From an optimization exercise on the open Yosys and OpenROAD flow, aimed at small area, a short achievable clock period and few clock cycles per item; shortcuts taken in it are not production practice. Where RTL was checked, it was by simulation tests only, not by an equivalence proof against the original. Power is estimated from default activity; no workload was simulated.

## bmem_bridge
module bmem_bridge
#(
    parameter int ADDR_W = 32
) (
    input  wire logic                 clk,
    input  wire logic                 rst,
    input  wire logic                 fetch_req_i,
    input  wire logic [ADDR_W-1:0]    fetch_addr_i,
    output logic                      fetch_resp_o,
    output logic      [bmem_pkg::WORD_BITS-1:0] fetch_word_o,
    input  wire logic                 dline_read_i,
    input  wire logic                 dline_write_i,
    input  wire logic [ADDR_W-1:0]    dline_addr_i,
    input  wire logic [bmem_pkg::LINE_BITS-1:0] dline_wdata_i,
    output logic                      dline_resp_o,
    output logic      [bmem_pkg::LINE_BITS-1:0] dline_rdata_o,
    output logic      [ADDR_W-1:0]    bmem_addr_o,
    output logic                      bmem_read_o,
    output logic                      bmem_write_o,
    output logic      [bmem_pkg::BEAT_BITS-1:0] bmem_wdata_o,
    input  wire logic                 bmem_ready_i,
    input  wire logic [bmem_pkg::BEAT_BITS-1:0] bmem_rdata_i,
    input  wire logic                 bmem_rvalid_i
);
==> module bmem_bridge, before the edit <==
module bmem_bridge
#(
    parameter int ADDR_W = 32
) (
    input  wire logic                 clk,
    input  wire logic                 rst,
    input  wire logic                 fetch_req_i,
    input  wire logic [ADDR_W-1:0]    fetch_addr_i,
    output logic                      fetch_resp_o,
    output logic      [bmem_pkg::WORD_BITS-1:0] fetch_word_o,
    input  wire logic                 dline_read_i,
    input  wire logic                 dline_write_i,
    input  wire logic [ADDR_W-1:0]    dline_addr_i,
    input  wire logic [bmem_pkg::LINE_BITS-1:0] dline_wdata_i,
    output logic                      dline_resp_o,
    output logic      [bmem_pkg::LINE_BITS-1:0] dline_rdata_o,
    output logic      [ADDR_W-1:0]    bmem_addr_o,
    output logic                      bmem_read_o,
    output logic                      bmem_write_o,
    output logic      [bmem_pkg::BEAT_BITS-1:0] bmem_wdata_o,
    input  wire logic                 bmem_ready_i,
    input  wire logic [bmem_pkg::BEAT_BITS-1:0] bmem_rdata_i,
    input  wire logic                 bmem_rvalid_i
);
    localparam int OFF   = bmem_pkg::OFFSET_BITS;
    localparam int TAG_W = ADDR_W - OFF;
    logic [3:0][63:0]   buf_q;
    logic [TAG_W-1:0]   tag_q;
    logic               iv_q;        
    logic               rd_busy_q;
    logic               rd_data_q;   
    logic [1:0]         bcnt_q;      
    logic [3:0]         st_q;
    logic [3:0]         arr_q;
    logic               wr_act_q;
    logic [1:0]         wcnt_q;
    logic               rlock_q;
    logic               rlock_data_q;
    logic               f_match;
    logic [3:0]         f_ok;
    logic [63:0]        f_beat;
    logic [31:0]        f_buf_word;
    logic [31:0]        f_bus_word;
    assign f_match = iv_q && (tag_q == fetch_addr_i[ADDR_W-1:OFF]);
    assign f_ok    = st_q;
    assign f_beat     = buf_q[fetch_addr_i[4:3]];
    assign f_buf_word = fetch_addr_i[2] ? f_beat[63:32] : f_beat[31:0];
    assign f_bus_word = fetch_addr_i[2] ? bmem_rdata_i[63:32] : bmem_rdata_i[31:0];
    assign fetch_resp_o = fetch_req_i && f_match && f_ok[fetch_addr_i[4:3]];
    assign fetch_word_o = f_buf_word;
    logic               f_miss;
    logic               d_pend;
    logic               g_fetch;
    logic               g_dread;
    logic               g_write;
    logic               a_data;
    assign f_miss  = fetch_req_i && !f_match;
    assign d_pend  = dline_read_i || dline_write_i;
    assign g_write = !rd_busy_q && (wr_act_q || (!rlock_q && dline_write_i));
    assign g_dread = !rd_busy_q && !wr_act_q && (rlock_q ? rlock_data_q : dline_read_i);
    assign g_fetch = !rd_busy_q && !wr_act_q && (rlock_q ? !rlock_data_q : (!d_pend && f_miss));
    assign a_data  = wr_act_q || (rlock_q ? rlock_data_q : d_pend);
    assign bmem_read_o  = g_fetch || g_dread;
    assign bmem_write_o = g_write;
    assign bmem_addr_o  = {(a_data ? dline_addr_i[ADDR_W-1:OFF] : fetch_addr_i[ADDR_W-1:OFF]), {OFF{1'b0}}};
    assign bmem_wdata_o = dline_wdata_i[64*wcnt_q +: 64];
    logic               last_rbeat;
    logic               last_wbeat;
    assign last_rbeat = rd_busy_q && bmem_rvalid_i && (bcnt_q == 2'd3);
    assign last_wbeat = g_write && bmem_ready_i && (wcnt_q == 2'd3);
    assign dline_resp_o  = (last_rbeat && rd_data_q) || last_wbeat;
    assign dline_rdata_o = {bmem_rdata_i, buf_q[2], buf_q[1], buf_q[0]};
    always_ff @(posedge clk) begin
        if (rst) begin
            iv_q      <= 1'b0;
            rd_busy_q <= 1'b0;
            rd_data_q <= 1'b0;
            bcnt_q    <= 2'd0;
            wr_act_q  <= 1'b0;
            wcnt_q    <= 2'd0;
            rlock_q   <= 1'b0;
            rlock_data_q <= 1'b0;
            st_q      <= 4'd0;
            arr_q     <= 4'd0;
        end else begin
            if (bmem_read_o) begin
                rlock_q      <= !bmem_ready_i;
                rlock_data_q <= g_dread;
                if (bmem_ready_i) begin
                    rd_busy_q <= 1'b1;
                    rd_data_q <= g_dread;
                    bcnt_q    <= 2'd0;
                    iv_q      <= 1'b1;
                    st_q      <= 4'd0;
                    arr_q     <= 4'd1;
                end
            end
            if (rd_busy_q && bmem_rvalid_i) begin
                bcnt_q <= bcnt_q + 2'd1;
                st_q   <= st_q | arr_q;
                arr_q  <= {arr_q[2:0], 1'b0};
                if (bcnt_q == 2'd3) begin
                    rd_busy_q <= 1'b0;
                end
            end
            if (g_write) begin
                wr_act_q <= !last_wbeat;
                if (bmem_ready_i) begin
                    wcnt_q <= wcnt_q + 2'd1;
                end
                if (tag_q == dline_addr_i[ADDR_W-1:OFF]) begin
                    iv_q <= 1'b0;
                end
            end
        end
    end
    always_ff @(posedge clk) begin
        if (bmem_read_o && bmem_ready_i) begin
            tag_q <= bmem_addr_o[ADDR_W-1:OFF];
        end
        for (int k = 0; k < 4; k++) begin
            if (bmem_rvalid_i && arr_q[k]) begin
                buf_q[k] <= bmem_rdata_i;
            end
        end
    end
endmodule
==> flow/config.mk <==
export PLATFORM = sky130hd
export DESIGN_NAME = bmem_bridge
export DESIGN_NICKNAME = bmem_bridge
export VERILOG_FILES = /design/flow/design.v
export SDC_FILE = /design/flow/constraint.sdc
export NUM_CORES = 4
export LEC_CHECK = 0
export CAP_MARGIN = 20
export CORE_AREA = 5 5 195 195
export DIE_AREA = 0 0 200 200
export SETUP_SLACK_MARGIN = 2.0
export SLEW_MARGIN = 20
==> flow/constraint.sdc <==
create_clock -name core_clock -period 5.0 [get_ports {clk}]
set_input_delay 1.0000 -clock core_clock [delete_from_list [all_inputs] [get_ports {clk}]]
set_output_delay 1.0000 -clock core_clock [all_outputs]
set_load 0.01 [all_outputs]
standard.sh (not shown) runs the stock make flow with config.mk's settings and CLKGATE_MAP_FILE= SYNTH_SCRIPT=/design/flow/synth_recipe.tcl, a recipe that flattens the netlist after the stock synthesis.
==> flow/flow/run.sh <==
#!/bin/bash
# Standard layout, with the smallest buffer on every input and output port.
set -euo pipefail
export BUFFER_PORTS_ARGS="-buffer_cell sky130_fd_sc_hd__buf_1"
bash standard.sh > standard_flow.log 2>&1
The baseline never finished: it broke off in 3_2_place_iop.
Edit:
--- a/flow/design.v
+++ b/flow/design.v
@@ -56,14 +56,14 @@
     logic [63:0]        f_beat;
     logic [31:0]        f_buf_word;
     logic [31:0]        f_bus_word;
     assign f_match = iv_q && (tag_q == fetch_addr_i[ADDR_W-1:OFF]);
-    assign f_ok    = st_q;
+    assign f_ok    = st_q | (arr_q & {4{bmem_rvalid_i}});
     assign f_beat     = buf_q[fetch_addr_i[4:3]];
     assign f_buf_word = fetch_addr_i[2] ? f_beat[63:32] : f_beat[31:0];
     assign f_bus_word = fetch_addr_i[2] ? bmem_rdata_i[63:32] : bmem_rdata_i[31:0];
     assign fetch_resp_o = fetch_req_i && f_match && f_ok[fetch_addr_i[4:3]];
-    assign fetch_word_o = f_buf_word;
+    assign fetch_word_o = st_q[fetch_addr_i[4:3]] ? f_buf_word : f_bus_word;
     logic               f_miss;
     logic               d_pend;
     logic               g_fetch;
     logic               g_dread;
Effect: The changed run died in 3_2_place_iop on PPL-0024; synthesized area rises by 2.9%; synthesized cell count grows by 1.7%.
Function was not checked in any run of this note: the RTL went through the layout flow alone.

========
Setup of oak:
bmem_bridge, a different RTL version from the one above (not shown whole).
For scale: about 1,100 cells after synthesis, ~310 flip-flops, ~0.016 mm² of cells after synthesis.
==> module bmem_bridge, before the edit <==
module bmem_bridge
#(
    parameter int ADDR_W = 32
) (
    input  wire logic                 clk,
    input  wire logic                 rst,
    input  wire logic                 fetch_req_i,
    input  wire logic [ADDR_W-1:0]    fetch_addr_i,
    output logic                      fetch_resp_o,
    output logic      [bmem_pkg::WORD_BITS-1:0] fetch_word_o,
    input  wire logic                 dline_read_i,
    input  wire logic                 dline_write_i,
    input  wire logic [ADDR_W-1:0]    dline_addr_i,
    input  wire logic [bmem_pkg::LINE_BITS-1:0] dline_wdata_i,
    output logic                      dline_resp_o,
    output logic      [bmem_pkg::LINE_BITS-1:0] dline_rdata_o,
    output logic      [ADDR_W-1:0]    bmem_addr_o,
    output logic                      bmem_read_o,
    output logic                      bmem_write_o,
    output logic      [bmem_pkg::BEAT_BITS-1:0] bmem_wdata_o,
    input  wire logic                 bmem_ready_i,
    input  wire logic [bmem_pkg::BEAT_BITS-1:0] bmem_rdata_i,
    input  wire logic                 bmem_rvalid_i
);
    localparam int OFF   = bmem_pkg::OFFSET_BITS;
    localparam int TAG_W = ADDR_W - OFF;
    localparam int SNOOP_W = 12;
    logic [3:0][63:0]   buf_q;
    logic [TAG_W-1:0]   tag_q;
    logic               iv_q;        
    logic               rd_busy;
    logic               rd_data_q;   
    logic [3:0]         st_q;        
    logic [3:0]         arr_q;
    logic               wr_act_q;
    logic [3:0]         wsel_q;
    logic               rlock_q;
    logic               rlock_data_q;
    logic               f_match;
    logic [3:0]         f_ok;
    logic [63:0]        f_beat;
    logic [31:0]        f_buf_word;
    logic [31:0]        f_bus_word;
    assign rd_busy = |arr_q;
    assign f_match = iv_q && (tag_q == fetch_addr_i[ADDR_W-1:OFF]);
    assign f_ok    = st_q | (arr_q & {4{bmem_rvalid_i && !rd_data_q}});
    assign f_beat     = buf_q[fetch_addr_i[4:3]];
    assign f_buf_word = fetch_addr_i[2] ? f_beat[63:32] : f_beat[31:0];
    assign f_bus_word = fetch_addr_i[2] ? bmem_rdata_i[63:32] : bmem_rdata_i[31:0];
    assign fetch_resp_o = fetch_req_i && f_match && f_ok[fetch_addr_i[4:3]];
    assign fetch_word_o = st_q[fetch_addr_i[4:3]] ? f_buf_word : f_bus_word;
    logic               f_miss;
    logic               d_pend;
    logic               g_fetch;
    logic               g_dread;
    logic               g_write;
    logic               a_data;
    logic               fmiss_q;
    logic [5:0]         dwait_q;
    logic               d_rd_ok;
    logic               d_late;
    logic               f_first;
    assign f_miss  = fetch_req_i && !(f_match && st_q[fetch_addr_i[4:3]]);
    assign d_late  = (dwait_q == 6'h3f);
    assign f_first = fmiss_q && !d_late;
    assign d_rd_ok = !fetch_req_i || f_miss || (fetch_addr_i[4:3] == 2'd3) || d_late;
    assign d_pend  = dline_read_i || dline_write_i;
    assign g_fetch = !rd_busy && !wr_act_q && (rlock_q ? !rlock_data_q : (f_miss && (f_first || !d_pend)));
    assign g_write = !rd_busy && (wr_act_q || (!rlock_q && dline_write_i && !f_first));
    assign g_dread = !rd_busy && !wr_act_q && (rlock_q ? rlock_data_q : (dline_read_i && !f_first && d_rd_ok));
    assign a_data  = (d_pend && !f_first && !rlock_q) || wr_act_q || (rlock_q && rlock_data_q);
    assign bmem_read_o  = g_fetch || g_dread;
    assign bmem_write_o = g_write;
    assign bmem_addr_o  = {(a_data ? dline_addr_i[ADDR_W-1:OFF] : fetch_addr_i[ADDR_W-1:OFF]), {OFF{1'b0}}};
    always_comb begin
        bmem_wdata_o = '0;
        for (int k = 0; k < 4; k++) begin
            bmem_wdata_o = bmem_wdata_o | (dline_wdata_i[64*k +: 64] & {64{wsel_q[k]}});
        end
    end
    logic               last_rbeat;
    logic               last_wbeat;
    assign last_rbeat = arr_q[3] && bmem_rvalid_i;
    assign last_wbeat = wsel_q[3] && bmem_ready_i;
    assign dline_resp_o  = (last_rbeat && rd_data_q) || last_wbeat;
    assign dline_rdata_o = {bmem_rdata_i, buf_q[2], buf_q[1], buf_q[0]};
    always_ff @(posedge clk) begin
        if (rst) begin
            iv_q      <= 1'b0;
            rd_data_q <= 1'b0;
            wr_act_q  <= 1'b0;
            wsel_q    <= 4'd1;
            rlock_q   <= 1'b0;
            rlock_data_q <= 1'b0;
            st_q      <= 4'd0;
            arr_q     <= 4'd0;
            fmiss_q   <= 1'b0;
            dwait_q   <= 6'd0;
        end else begin
            fmiss_q   <= (f_miss && !fetch_resp_o && !(g_fetch && bmem_ready_i)) ||
                         (fetch_resp_o && fetch_addr_i[4:3] == 2'd3);
            if (!d_pend || g_dread || g_write) begin
                dwait_q <= 6'd0;
            end else if (dwait_q != 6'h3f) begin
                dwait_q <= dwait_q + 6'd1;
            end
            if (bmem_read_o) begin
                rlock_q      <= !bmem_ready_i;
                rlock_data_q <= g_dread;
                if (bmem_ready_i) begin
                    rd_data_q <= g_dread;
                    iv_q      <= g_dread ? iv_q : 1'b1;
                    st_q      <= g_dread ? (st_q & 4'b1000) : 4'd0;
                    arr_q     <= 4'd1;
                end
            end
            if (bmem_rvalid_i) begin
                st_q   <= rd_data_q ? st_q : (st_q | arr_q);
                arr_q  <= {arr_q[2:0], 1'b0};
            end
            if (g_write) begin
                wr_act_q <= !last_wbeat;
                if (bmem_ready_i) begin
                    wsel_q <= {wsel_q[2:0], wsel_q[3]};
                end
                if (tag_q[SNOOP_W-1:0] == dline_addr_i[OFF+SNOOP_W-1:OFF]) begin
                    iv_q <= 1'b0;
                end
            end
        end
    end
    always_ff @(posedge clk) begin
        if (g_fetch && bmem_ready_i) begin
            tag_q <= bmem_addr_o[ADDR_W-1:OFF];
        end
        for (int k = 0; k < 4; k++) begin
            if (bmem_rvalid_i && arr_q[k] && !(rd_data_q && k == 3)) begin
                buf_q[k] <= bmem_rdata_i;
            end
        end
    end
endmodule
clock: 5.0 ns
lec_check: 0
cap_margin: 20
core_area: 5 5 225 225
cts_buf_list: sky130_fd_sc_hd__clkbuf_8
die_area: 0 0 230 230
setup_slack_margin: 1.6
slew_margin: 20
==> flow/flow/run.sh <==
#!/bin/bash
# Standard layout, with the smallest buffer on every input and output port,
# and without the slow wide OR/NOR cells (on top of the platform's don't-use
# list) in synthesis and repair.
set -euo pipefail
export BUFFER_PORTS_ARGS="-buffer_cell sky130_fd_sc_hd__buf_1"
PLATFORM_DONT_USE="sky130_fd_sc_hd__probe_p_8 sky130_fd_sc_hd__probec_p_8 sky130_fd_sc_hd__lpflow_bleeder_1 sky130_fd_sc_hd__lpflow_clkbufkapwr_1 sky130_fd_sc_hd__lpflow_clkbufkapwr_16 sky130_fd_sc_hd__lpflow_clkbufkapwr_2 sky130_fd_sc_hd__lpflow_clkbufkapwr_4 sky130_fd_sc_hd__lpflow_clkbufkapwr_8 sky130_fd_sc_hd__lpflow_clkinvkapwr_1 sky130_fd_sc_hd__lpflow_clkinvkapwr_16 sky130_fd_sc_hd__lpflow_clkinvkapwr_2 sky130_fd_sc_hd__lpflow_clkinvkapwr_4 sky130_fd_sc_hd__lpflow_clkinvkapwr_8 sky130_fd_sc_hd__lpflow_decapkapwr_12 sky130_fd_sc_hd__lpflow_decapkapwr_3 sky130_fd_sc_hd__lpflow_decapkapwr_4 sky130_fd_sc_hd__lpflow_decapkapwr_6 sky130_fd_sc_hd__lpflow_decapkapwr_8 sky130_fd_sc_hd__lpflow_inputiso0n_1 sky130_fd_sc_hd__lpflow_inputiso0p_1 sky130_fd_sc_hd__lpflow_inputiso1n_1 sky130_fd_sc_hd__lpflow_inputiso1p_1 sky130_fd_sc_hd__lpflow_inputisolatch_1 sky130_fd_sc_hd__lpflow_isobufsrc_1 sky130_fd_sc_hd__lpflow_isobufsrc_16 sky130_fd_sc_hd__lpflow_isobufsrc_2 sky130_fd_sc_hd__lpflow_isobufsrc_4 sky130_fd_sc_hd__lpflow_isobufsrc_8 sky130_fd_sc_hd__lpflow_isobufsrckapwr_16 sky130_fd_sc_hd__lpflow_lsbuf_lh_hl_isowell_tap_1 sky130_fd_sc_hd__lpflow_lsbuf_lh_hl_isowell_tap_2 sky130_fd_sc_hd__lpflow_lsbuf_lh_hl_isowell_tap_4 sky130_fd_sc_hd__lpflow_lsbuf_lh_isowell_4 sky130_fd_sc_hd__lpflow_lsbuf_lh_isowell_tap_1 sky130_fd_sc_hd__lpflow_lsbuf_lh_isowell_tap_2 sky130_fd_sc_hd__lpflow_lsbuf_lh_isowell_tap_4 sky130_fd_sc_hd__fill_1 sky130_fd_sc_hd__fill_2 sky130_fd_sc_hd__fill_4 sky130_fd_sc_hd__fill_8 "
SLOW="sky130_fd_sc_hd__or3_1 sky130_fd_sc_hd__or3_2 sky130_fd_sc_hd__or3_4 sky130_fd_sc_hd__or3b_1 sky130_fd_sc_hd__or3b_2 sky130_fd_sc_hd__or3b_4 sky130_fd_sc_hd__or4_1 sky130_fd_sc_hd__or4_2 sky130_fd_sc_hd__or4_4 sky130_fd_sc_hd__or4b_1 sky130_fd_sc_hd__or4b_2 sky130_fd_sc_hd__or4b_4 sky130_fd_sc_hd__or4bb_1 sky130_fd_sc_hd__or4bb_2 sky130_fd_sc_hd__or4bb_4 sky130_fd_sc_hd__nor4_1 sky130_fd_sc_hd__nor4_2 sky130_fd_sc_hd__nor4_4 sky130_fd_sc_hd__nor4b_1 sky130_fd_sc_hd__nor4b_2 sky130_fd_sc_hd__nor4b_4 sky130_fd_sc_hd__nor4bb_1 sky130_fd_sc_hd__nor4bb_2 sky130_fd_sc_hd__nor4bb_4"
bash standard.sh "DONT_USE_CELLS=$PLATFORM_DONT_USE $SLOW" finish > standard_flow.log 2>&1
The final layout from oak, which completed every stage, passed the timing, design-rule and antenna checks at the end of the flow.
Testbench counts of oak, summed over its fixed seeds: cycles 5,809, items 2,640.
The following lists how pine was set up differently from oak:
--- a/flow/design.v
+++ b/flow/design.v
@@ -39,7 +39,6 @@
 );
     localparam int OFF   = bmem_pkg::OFFSET_BITS;
     localparam int TAG_W = ADDR_W - OFF;
-    localparam int SNOOP_W = 12;
     logic [3:0][63:0]   buf_q;
     logic [TAG_W-1:0]   tag_q;
     logic               iv_q;        
@@ -138,7 +137,7 @@
                 if (bmem_ready_i) begin
                     wsel_q <= {wsel_q[2:0], wsel_q[3]};
                 end
-                if (tag_q[SNOOP_W-1:0] == dline_addr_i[OFF+SNOOP_W-1:OFF]) begin
+                if (tag_q == dline_addr_i[ADDR_W-1:OFF]) begin
                     iv_q <= 1'b0;
                 end
             end
==> run notes <==
All of oak and pine finish clean.
Design area in pine is 2.3% above oak.
Relative to oak, aggregate routed wire length has increased by 3.6% in pine.
Of oak and pine, the lower maximum operating frequency belongs to oak.
Going from oak to pine, gate count after technology mapping moved up; layout net count moved up; fraction of area in multi-input gates moved up.
Diff oak -> pine: share of the clock period used by the worst path after layout went down 1.4 points, proportion of power drawn by flip-flops and latches went down 1.7 points.
Looking at complex-gate fraction of the synthesized area, pine sits 0.28 points lower than oak does.
Compared to oak, pine shows a wider setup margin.
Taking oak as the reference, in pine data arrival time of the critical path decreased by 70 ps relative to the old numbers; buffering overhead increased by 0.70 points relative to the old numbers.
Testbench counts of pine, summed over its fixed seeds: cycles 5,809, items 2,640.

[re-timing with driven ports]
The flow's constraints put no driver on any port. The routed layouts listed below were extracted and timed again, unchanged, in two steps. Step 1, drivers: a clkbuf_16 drives clk and a buf_2 each remaining input, both assumed. Step 2 moves the port delays by t, midway between the first and last clock arrival at a register: inputs arrive t later, outputs are due t later. That takes back most of the time a late clock gives input paths. Three values: ideal ports, drivers, drivers and shift; two values: the first two.
run | t (ns) | setup WS [ns] | worst setup path at the end | latest minus earliest clock arrival (ns)
oak | 0.649 | 1.378 / 1.313 / 1.313 | input to output | 0.037 / 0.037
pine | 0.643 | 1.450 / 1.252 / 1.252 | input to output | 0.042 / 0.042
After both steps setup and hold are still met in every run listed. For pine, which loses most, drivers alone change the setup slack by -0.198 ns; drivers and shift together by -0.198 ns.
